What follows belongs to an exercise in optimizing a design on an open flow for small area; a production flow would make more cautious choices. Only simulation tests tie the RTL to the original design; equivalence was not proved. Power is estimated from default activity; no workload was simulated.

==> v33 <==
// eda_fifos
module eda_fifos (
  input  logic                 i_clk,         
  input  logic                 i_rst_n,       
  input  eda_pkg::nbr_mask_t   i_push,        
  input  eda_pkg::nbr_mask_t   i_read_en,     
  input  eda_pkg::nbr_addr_t   i_addrs,       
  output eda_pkg::nbr_mask_t   o_fifo_empty,  
  output eda_pkg::pixel_addr_t o_data_out     
);
==> module eda_fifos, before the edit <==
module eda_fifos (
  input  logic                 i_clk,         
  input  logic                 i_rst_n,       
  input  eda_pkg::nbr_mask_t   i_push,        
  input  eda_pkg::nbr_mask_t   i_read_en,     
  input  eda_pkg::nbr_addr_t   i_addrs,       
  output eda_pkg::nbr_mask_t   o_fifo_empty,  
  output eda_pkg::pixel_addr_t o_data_out     
);
  localparam int N  = eda_pkg::NUM_NEIGHBORS;
  localparam int D  = eda_pkg::FIFO_DEPTH;
  localparam int AW = eda_pkg::ADDR_W;
  logic [N-1:0]         push_v;
  logic [N-1:0]         read_v;
  logic [N-1:0][AW-1:0] addr_v;
  logic [N-1:0]         empty_v;
  logic [N:0]           lower_busy;  
  logic [N-1:0]         wr_en;
  logic [N-1:0]         wr_n;        
  logic [D-1:0][AW-1:0] mem    [N];  
  logic [D-1:0][AW-1:0] mem_nx [N];
  logic [3:0]    last [N];           
  logic [3:0]    last_nx [N];
  logic [N*D+N-1:0] sel;             
  assign push_v = i_push;
  assign read_v = i_read_en;
  assign addr_v = i_addrs;
  assign lower_busy[0] = 1'b0;
  for (genvar q = 0; q < N; q++) begin : gen_busy
    if (q == 0) begin : gen_inv
      g_inv u_busy (.a (last[q][3]), .y (lower_busy[q+1]));
    end else begin : gen_or
      g_nand2b u_busy (.an (lower_busy[q]), .b (last[q][3]), .y (lower_busy[q+1]));
    end
  end
  for (genvar q = 0; q < N; q++) begin : gen_q
    neighbor_fifo #(.FIRST (q == 0)) u_ctl (
      .i_rst_n       (i_rst_n),
      .i_push        (push_v[q]),
      .i_read        (read_v[q]),
      .i_last        (last[q]),
      .i_lower_busy  (lower_busy[q]),
      .o_last        (last_nx[q]),
      .o_wr_en       (wr_en[q]),
      .o_wr_n        (wr_n[q]),
      .o_sel         (sel[q*D +: D])
    );
    assign empty_v[q] = last[q][3];
    always_ff @(posedge i_clk) begin
      last[q] <= last_nx[q];
    end
    for (genvar k = 0; k < D; k++) begin : gen_slot
      for (genvar b = 0; b < AW; b++) begin : gen_bit
        g_a22o u_hold (
          .a1 (wr_en[q]),
          .a2 (k == 0 ? addr_v[q][b] : mem[q][k-1][b]),
          .b1 (wr_n[q]),
          .b2 (mem[q][k][b]),
          .y  (mem_nx[q][k][b])
        );
      end
    end
    always_ff @(posedge i_clk) begin
      mem[q] <= mem_nx[q];
    end
  end
  always_comb begin
    logic seen;
    seen = 1'b0;
    for (int q = 0; q < N; q++) begin
      sel[N*D+q] = !lower_busy[N] && push_v[q] && !seen;
      seen       = seen || push_v[q];
    end
  end
  for (genvar b = 0; b < AW; b++) begin : gen_bit
    logic [N*D+N-1:0] col;
    always_comb begin
      for (int q = 0; q < N; q++) begin
        for (int k = 0; k < D; k++) col[q*D+k] = mem[q][k][b];
        col[N*D+q] = addr_v[q][b];
      end
    end
    neighbor_select u_bit (
      .i_sel  (sel),
      .i_data (col),
      .o_bit  (o_data_out[b])
    );
  end
  assign o_fifo_empty = empty_v;
endmodule
==> flow/config.mk <==
export PLATFORM = sky130hd
export DESIGN_NAME = eda_fifos
export DESIGN_NICKNAME = eda_fifos
export VERILOG_FILES = /design/flow/design.v
export SDC_FILE = /design/flow/constraint.sdc
export NUM_CORES = 4
export LEC_CHECK = 0
export CAP_MARGIN = 20
export CORE_MARGIN = 2
export CORE_UTILIZATION = 75
export SETUP_SLACK_MARGIN = 0.2
export SLEW_MARGIN = 20
export SYNTH_HIERARCHICAL = 1
export SYNTH_MINIMUM_KEEP_SIZE = 0
==> flow/constraint.sdc <==
create_clock -name core_clock -period 8.0 [get_ports {i_clk}]
set_input_delay 1.6000 -clock core_clock [delete_from_list [all_inputs] [get_ports {i_clk}]]
set_output_delay 1.6000 -clock core_clock [all_outputs]
set_load 0.01 [all_outputs]
standard.sh (not shown) runs the stock make flow with config.mk's settings and CLKGATE_MAP_FILE= SYNTH_SCRIPT=/design/flow/synth_recipe.tcl, a recipe that flattens the netlist after the stock synthesis.
==> flow/flow/run.sh <==
#!/bin/bash
# The standard layout (standard.sh), with two changes to the make settings:
#  - port buffers are sky130_fd_sc_hd__buf_1 instead of the default choice;
#  - clock tree: clkbuf_8 buffers, sink clusters of up to 18 within 60 um,
#    and no dummy loads.
# Everything else (synthesis, floorplan, power grid, placement, routing) is
# the standard flow. make's full output goes to flow_make.log here; each
# step's own log is under orfs/logs/.
set -euo pipefail
bash standard.sh \
  BUFFER_PORTS_ARGS="-buffer_cell sky130_fd_sc_hd__buf_1" \
  CTS_ARGS="-sink_clustering_enable -repair_clock_nets -buf_list sky130_fd_sc_hd__clkbuf_8 -sink_clustering_size 18 -sink_clustering_max_diameter 60 -dont_use_dummy_load" \
  finish > flow_make.log 2>&1
==> v38 (differences from v33) <==
--- a/flow/design.v
+++ b/flow/design.v
@@ -253,8 +253,17 @@
   end
-  always_comb begin
-    logic seen;
-    seen = 1'b0;
-    for (int q = 0; q < N; q++) begin
-      sel[N*D+q] = !lower_busy[N] && push_v[q] && !seen;
-      seen       = seen || push_v[q];
+  logic [N-1:0] idle;
+  logic [N-1:0] push_n;
+  assign idle[0] = lower_busy[N];  
+  for (genvar q = 0; q < N; q++) begin : gen_byp
+    g_inv u_pn (.a (push_v[q]), .y (push_n[q]));
+    if (q % 2 == 0) begin : gen_low
+      g_nor2 u_sel (.a (idle[q]), .b (push_n[q]), .y (sel[N*D+q]));
+      if (q < N-1) begin : gen_next
+        g_nor2 u_idle (.a (idle[q]), .b (push_v[q]), .y (idle[q+1]));
+      end
+    end else begin : gen_high
+      g_and2 u_sel (.a (idle[q]), .b (push_v[q]), .y (sel[N*D+q]));
+      if (q < N-1) begin : gen_next
+        g_nand2 u_idle (.a (idle[q]), .b (push_n[q]), .y (idle[q+1]));
+      end
     end
==> impl_results.md <==
- Status: finished clean
- Drt total wl: 78.97 mm
- Synthesized area: 28120 um2
- Synthesized instance count: 2342
- Slowest cell delay on critical path: 700 ps
- CP max stage cell: nor2_1
- Initial Utilization: 76.45%
- Overall power: 10.14 mW
The numbers above come from v38.

==> impl_results.md <==
- Status: finished clean
- Overall power: 10.15 mW
- Drt total wl: 80.18 mm
- Hold Path Sink: mem[7][91]$_DFF_P_
- Remaining DRCs: 0
- Slowest cell delay on critical path: 740 ps
- CP required: 6400 ps
- Synthesized area: 28120 um2
- GRT overflow: 0
The numbers above come from v33.

[static timing again, ports no longer ideal]
In the flow no input, the clock included, has a driving cell. The finished layouts below were timed again as built, in two steps.
Step 1 sets driving cells, clkbuf_16 on the clock port and buf_2 on the other inputs (assumed; they add their load-dependent delay and slew).
Step 2 also shifts input and output timing later by t, the mid clock arrival at the registers, as if the neighbouring blocks saw the same clock.
a / b / c = ideal / step 1 / step 2; a / b = the first two.
run	t, ns	setup WS [ns]	slew at the worst register clock pin (ns)
v33	0.718	1.532 / 1.476 / 2.194	0.11 / 0.11
v38	0.718	1.771 / 1.717 / 2.409	0.12 / 0.12
After both steps every run listed still meets setup and hold.
